What follows belongs to an exercise in optimizing a design on an open flow for small area, a short achievable clock period and few clock cycles per item; a production flow would make more cautious choices.
In this exercise RTL edits were held to simulation tests only and were not proved equivalent to the original.
Power is estimated from default activity; no workload was simulated.

==> v4 <==
// ifmap_converter
module ifmap_converter
(
	input  logic clk,
	input  logic reset,
	input  logic [64-1:0] in_data,
	input  logic in_empty_n,
	output logic in_read,
	input  logic out_full_n,
	output logic [64-1:0] out_data,
	output logic out_last,
	output logic out_write
);
==> flow/config.mk <==
export PLATFORM = sky130hd
export DESIGN_NAME = ifmap_converter
export DESIGN_NICKNAME = ifmap_converter
export VERILOG_FILES = /design/flow/design.v
export SDC_FILE = /design/flow/constraint.sdc
export NUM_CORES = 4
export LEC_CHECK = 0
export CAP_MARGIN = 20
export CORE_MARGIN = 2
export CORE_UTILIZATION = 45
export CTS_CLUSTER_DIAMETER = 100
export CTS_CLUSTER_SIZE = 20
export SLEW_MARGIN = 20
==> flow/constraint.sdc <==
create_clock -name core_clock -period 5.0 [get_ports {clk}]
set_input_delay 1.0000 -clock core_clock [delete_from_list [all_inputs] [get_ports {clk}]]
set_output_delay 1.0000 -clock core_clock [all_outputs]
set_load 0.01 [all_outputs]
run.sh (not shown) runs the stock make flow with config.mk's settings and CLKGATE_MAP_FILE= SYNTH_SCRIPT=/design/flow/synth_recipe.tcl, a recipe that flattens the netlist after the stock synthesis.
==> v24: changes against v4 <==
--- a/flow/design.v
+++ b/flow/design.v
@@ -5,14 +5,14 @@
 	input  logic reset,
 	input  logic [64-1:0] in_data,
 	input  logic in_empty_n,
 	output logic in_read,
 	input  logic wr_room,
 	output logic take,
-	output logic [8*8-1:0] wr_hi,
-	output logic [8*8-1:0] wr_lo,
+	output logic [8*8-1:0] wr_hi_n,
+	output logic [8*8-1:0] wr_lo_n,
 	output logic [64-1:0] wr_data
 );
 	function automatic logic [5:0] cvt_loc(input logic [2:0] b, input logic [11:0] t, input logic [5:0] n);
 		logic [5:0] r;
 		r = '0;
 		if (t[0]) r = r | {n[5], n[4], n[3], n[2], n[1], n[0]};
@@ -68,48 +68,48 @@
 	end
 	for (genvar b = 0; b < 8; b++) begin : g_addr
 		logic [6-1:0] wa;
 		assign wa = cvt_loc(3'(b), tk_t, tk_n);
 		always_ff @(posedge clk or posedge reset) begin
 			if (reset) begin
-				wr_hi[b*8 +: 8] <= '0;
+				wr_hi_n[b*8 +: 8] <= '1;
 			end else begin
-				wr_hi[b*8 +: 8] <= take ? dec3(wa[5:3]) : '0;
+				wr_hi_n[b*8 +: 8] <= ~(take ? dec3(wa[5:3]) : '0);
 			end
 		end
 		always_ff @(posedge clk) begin
-			wr_lo[b*8 +: 8] <= dec3(wa[2:0]);
+			wr_lo_n[b*8 +: 8] <= ~dec3(wa[2:0]);
 		end
 	end
 endmodule
 `timescale 1ns/1ns
 module tile_buffer
 (
 	input  logic clk,
-	input  logic [8*8-1:0] wr_hi,
-	input  logic [8*8-1:0] wr_lo,
+	input  logic [8*8-1:0] wr_hi_n,
+	input  logic [8*8-1:0] wr_lo_n,
 	input  logic [64-1:0] wr_data,
 	input  logic [8*8-1:0] rd_hi,
 	input  logic [8*8-1:0] rd_lo,
 	output logic [64-1:0] rd_data
 );
 	localparam int DEPTH = 64;
 	logic [8-1:0] mem [0:8-1][0:DEPTH-1];
 	for (genvar b = 0; b < 8; b++) begin : g_bank
-		logic [8-1:0] whi;
-		logic [8-1:0] wlo;
+		logic [8-1:0] whi_n;
+		logic [8-1:0] wlo_n;
 		logic [8-1:0] hi;
 		logic [8-1:0] lo;
 		logic [8-1:0] grp [0:8-1];
-		assign whi = wr_hi[b*8 +: 8];
-		assign wlo = wr_lo[b*8 +: 8];
+		assign whi_n = wr_hi_n[b*8 +: 8];
+		assign wlo_n = wr_lo_n[b*8 +: 8];
 		assign hi = rd_hi[b*8 +: 8];
 		assign lo = rd_lo[b*8 +: 8];
 		for (genvar a = 0; a < DEPTH; a++) begin : g_ent
 			always_ff @(posedge clk) begin
-				if (whi[a / 8] && wlo[a % 8]) begin
+				if (!(whi_n[a / 8] || wlo_n[a % 8])) begin
 					mem[b][a] <= wr_data[b*8 +: 8];
 				end
 			end
 		end
 		always_comb begin
 			for (int h = 0; h < 8; h++) begin
@@ -350,14 +350,14 @@
 	output logic [64-1:0] out_data,
 	output logic out_last,
 	output logic out_write
 );
 	logic take;
 	logic wr_en;
-	logic [8*8-1:0] wr_hi;
-	logic [8*8-1:0] wr_lo;
+	logic [8*8-1:0] wr_hi_n;
+	logic [8*8-1:0] wr_lo_n;
 	logic [64-1:0] wr_data;
 	logic wr_room;
 	logic [8*8-1:0] rd_hi;
 	logic [8*8-1:0] rd_lo;
 	logic [64-1:0] rd_data;
 	tile_writer writer_i (
@@ -365,27 +365,27 @@
 		.reset(reset),
 		.in_data(in_data),
 		.in_empty_n(in_empty_n),
 		.in_read(in_read),
 		.wr_room(wr_room),
 		.take(take),
-		.wr_hi(wr_hi),
-		.wr_lo(wr_lo),
+		.wr_hi_n(wr_hi_n),
+		.wr_lo_n(wr_lo_n),
 		.wr_data(wr_data)
 	);
 	always_ff @(posedge clk or posedge reset) begin
 		if (reset) begin
 			wr_en <= 1'b0;
 		end else begin
 			wr_en <= take;
 		end
 	end
 	tile_buffer buffer_i (
 		.clk(clk),
-		.wr_hi(wr_hi),
-		.wr_lo(wr_lo),
+		.wr_hi_n(wr_hi_n),
+		.wr_lo_n(wr_lo_n),
 		.wr_data(wr_data),
 		.rd_hi(rd_hi),
 		.rd_lo(rd_lo),
 		.rd_data(rd_data)
 	);
 	transpose_reader reader_i (
--- a/flow/config.mk
+++ b/flow/config.mk
@@ -7,7 +7,8 @@
 export LEC_CHECK = 0
 export CAP_MARGIN = 20
 export CORE_MARGIN = 2
 export CORE_UTILIZATION = 45
 export CTS_CLUSTER_DIAMETER = 100
 export CTS_CLUSTER_SIZE = 20
+export SETUP_SLACK_MARGIN = 2.5
 export SLEW_MARGIN = 20
==> summary.txt <==
- v4 went through all stages and came out clean. v24 completed without violations.
- Between v24 and v4, the lower first-iteration DRC count is in v4 (gap about 7%, measured against v4).
- Between v4 and v24, the lower combinational power is in v4 (gap 18%, measured against v24).
- Of v4 and v24, v24 has the higher cell area (gap 2.8%, measured against v24).
- In v24 the hold slack is better than in v4, by 0.018 ns.
- In v24 the sequential share of layout area is lower than in v4, by 1.9 points.
- Of v4 and v24, v24 has the higher core utilization (gap 1.5 points).
- Die area: v4 is higher than v24 (about 0.4%).
- Against v4, the worst setup slack of v24 is better by 0.73 ns.
- Of v4 and v24, v24 has the higher maximum frequency (gap about 20%, measured against v24).
- Area after synthesis: v24 is smaller than v4 (about 0.4%).
==> figures <==
Met2 wire length: v24 247 mm; v4 238 mm
Tot GR Track Use: v24 26.6%; v4 25.5%
Post-synthesis sequential area ratio: v24 78.2%; v4 77.8%
Die width: v24 626 um; v4 627 um
Clock distribution power: v24 22.8 mW; v4 22.9 mW
Count of buffering cells on the critical path with inverters included: v24 1; v4 0
CLK BUF: v24 409; v4 386
Combinational group share of total power: v24 17.2%; v4 14.5%
Switching fraction of total power: v24 30.3%; v4 29.9%
Maximum number of pins on one net before global-route repair: v24 82; v4 89
Hold Path End: v24 reader_i.pend[6]; v4 reader_i.s1_p[2]
DRT met1 WL: v24 210 mm; v4 205 mm
Switch Pwr: v24 28.2 mW; v4 27.2 mW
Combinational-cell power consumption: v24 16.0 mW; v4 13.2 mW
Final RePlAce weighted congestion: v24 0.902; v4 0.912
Result of the run: v24 complete, no violations; v4 complete, no violations
Critical path depth: v24 5; v4 6
Launch point of the critical path: v24 reader_i.rd_lo[37]; v4 reader_i.rd_n1[5]
Number of buffers inserted to repair setup after CTS: v24 176; v4 0
Fraction of cell area in non-clock buffers: v24 4.02%; v4 1.58%
Area used by multi-input combinational logic: v24 36700 um^2; v4 36000 um^2
Testbench counts of v4, summed over its fixed seeds: cycles 8,704, tiles 128.
Testbench counts of v24, summed over its fixed seeds: cycles 8,704, tiles 128.

-- what the ideal ports hide --
How much do the figures lean on ideal ports? The routed layouts below were timed once more, with nothing changed but the port constraints. Step 1: set_driving_cell puts a clkbuf_16 on clk and a buf_2 on each other input, an assumption about the parent block. Step 2 also shifts input and output timing later by t, the mid clock arrival at the registers, as if the neighbouring blocks saw the same clock. Three values: ideal, step 1, step 2; two values: the first two.
run | t, ns | setup WS [ns] | slew at the worst register clock pin (ns) | pins driven straight from the clock port
v4 | 1.059 | 1.500 / 1.500 / 1.267 | 0.09 / 0.09 | 1
v24 | 1.063 | 2.228 / 2.227 / 1.481 | 0.10 / 0.10 | 1
After both steps every run listed still meets setup and hold. For v24, which loses most, drivers alone change the setup slack by -0.001 ns; drivers and shift together by -0.747 ns.
